Background: an optimization exercise with open tools, aiming at small area, a short achievable clock period and few clock cycles. Do not read the settings as production practice.
At most, simulation tests tie the RTL to the original design; equivalence was not proved.
No activity file was given, so power comes from the tool's default toggle rates.

== lane 1 ==
==> flow/design.v (excerpt) <==
module packet_truncate_ipv4_fixup_unit (
  input  logic        clk_i,
  input  logic        rst_ni,
  input  logic        cfg_we_i,
  input  logic        cfg_idx_i,
  input  logic [15:0] cfg_wdata_i,
  input  logic        s_axis_tvalid,
  output logic        s_axis_tready,
  input  logic [23:0] s_axis_tdata,    
  input  logic        s_axis_tlast,
  output logic        m_axis_tvalid,
  input  logic        m_axis_tready,
  output logic [7:0]  m_axis_tdata,    
  output logic        m_axis_tlast
);
  localparam int unsigned N  = FIFO_DEPTH;
  localparam int unsigned AW = 6;
  localparam int unsigned LQ = LAST_QUEUE_DEPTH;
  localparam int unsigned LW = $clog2(LQ);
  function automatic [AW-1:0] inc(input [AW-1:0] p);
    inc = (p == AW'(N - 1)) ? '0 : p + AW'(1);
  endfunction
  function automatic [AW-1:0] dec(input [AW-1:0] p);
    dec = (p == '0) ? AW'(N - 1) : p - AW'(1);
  endfunction
  function automatic [8:0] add8(input [7:0] x, input [7:0] y, input ci);
    reg [7:0] g, p, gg, pp, gn, pn;
    reg [8:0] c;
    g  = x & y;
    p  = x ^ y;
    gg = g;
    pp = p;
    for (int d = 1; d < 8; d = d * 2) begin
      gn = gg;
      pn = pp;
      for (int i = d; i < 8; i++) begin
        gn[i] = gg[i] | (pp[i] & gg[i - d]);
        pn[i] = pp[i] & pp[i - d];
      end
      gg = gn;
      pp = pn;
    end
  ...
clock: 5.5 ns
lec_check: 0
cap_margin: 20
core_margin: 2
core_utilization: 40
place_density: 0.6
setup_slack_margin: 3.1
slew_margin: 20
run.sh (not shown) runs the stock make flow with config.mk's settings and CLKGATE_MAP_FILE= SYNTH_SCRIPT=/design/flow/synth_recipe.tcl, a recipe that flattens the netlist after the stock synthesis.
Edits applied to the flow inputs when going from lane 1 to lane 3:
-- flow/design.v --
<<< lane 1, line 230
    end
  end
  logic       step, clr;
  logic [7:0] addend;
  logic [8:0] ssum;
  always_comb begin
    step   = (in_acc && (hsp_q || hold_q)) || fin_q != 2'd0;
    clr    = !step && !hold_q && !fixp_q;
    addend = b;
    if (fin_q != 2'd0) addend = 8'd0;
    else if (hold_q && hoff_q[5:4] == 2'b00 && hoff_q[2:1] == 2'b01) begin
      if (hoff_q[3]) addend = 8'd0;
      else           addend = hoff_q[0] ? tot_q[7:0] : tot_q[15:8];
    end
    ssum = add8(ay_q, addend, ac_q);
  end
  always_ff @(posedge clk_i or negedge rst_ni) begin
>>> lane 3, line 230
    end
  end
  logic [7:0] ad_q;             
  logic       s1_q;             
  logic       step, clr;
  logic [8:0] ssum;
  always_comb begin
    step = s1_q || fin_q != 2'd0;
    clr  = !step && !hold_q && !fixp_q;
    ssum = add8(ay_q, ad_q, ac_q);
  end
  always_ff @(posedge clk_i) begin
    if (!(in_acc && (hsp_q || hold_q)))
      ad_q <= 8'd0;
    else if (hold_q && hoff_q[5:4] == 2'b00 && hoff_q[2:1] == 2'b01)
      ad_q <= hoff_q[3] ? 8'd0 : hoff_q[0] ? tot_q[7:0] : tot_q[15:8];
    else
      ad_q <= b;
  end
  always_ff @(posedge clk_i or negedge rst_ni) begin
<<< lane 1, line 248
      hold_q <= 1'b0;
      fin_q  <= 2'd0;
    end else begin
      if (fin_q != 2'd0) fin_q <= fin_q - 2'd1;
      if (in_acc) begin
        if (start && !l) hold_q <= 1'b1;
>>> lane 3, line 251
      hold_q <= 1'b0;
      fin_q  <= 2'd0;
      s1_q   <= 1'b0;
    end else begin
      s1_q <= in_acc && (hsp_q || hold_q);
      if (fin_q != 2'd0 && !s1_q) fin_q <= fin_q - 2'd1;
      if (in_acc) begin
        if (start && !l) hold_q <= 1'b1;
Results
[diff] overall power, lane 3 relative to lane 1: regression. Cell total after placement: lane 1 vs lane 3 — no meaningful difference. Status: clock power parity (lane 1, lane 3). Area occupied by multi-input gates (lane 3 vs. lane 1) decreases by more than 10%. Lane 1 and lane 3 ended up with roughly the same count of multi-input gates.
Testbench counts of lane 3, summed over its fixed seeds: cycles 243,794.
The RTL of lane 1 was laid out without a check of its function.

## separate check: timing with driven ports
In the flow no input, the clock included, has a driving cell. The finished layouts below were timed again as built, in two steps.
Step 1, drivers: a clkbuf_16 drives clk_i and a buf_2 each remaining input, both assumed.
Step 2 adds t to the input delays and takes it off the output delays; t is the mean of the earliest and latest rising clock arrival at the registers after step 1. Input paths then give back, and output paths get back, about the clock's delay inside the block.
a / b / c = ideal ports / drivers / drivers and shift; a / b = the first two.
run | t (ns) | setup slack, ns | worst setup path at the end | worst data-port slew with drivers (ns) | cell pins on the clock port's net
lane 1 | 0.660 | 2.893 / 2.893 / 2.275 | input to register | 0.07 | 1
lane 3 | 0.673 | 3.075 / 3.067 / 2.484 | input to register | 0.15 | 1
After both steps every run listed still meets setup and hold. For lane 1, which loses most, drivers alone change the setup slack by 0.000 ns; drivers and shift together by -0.618 ns.
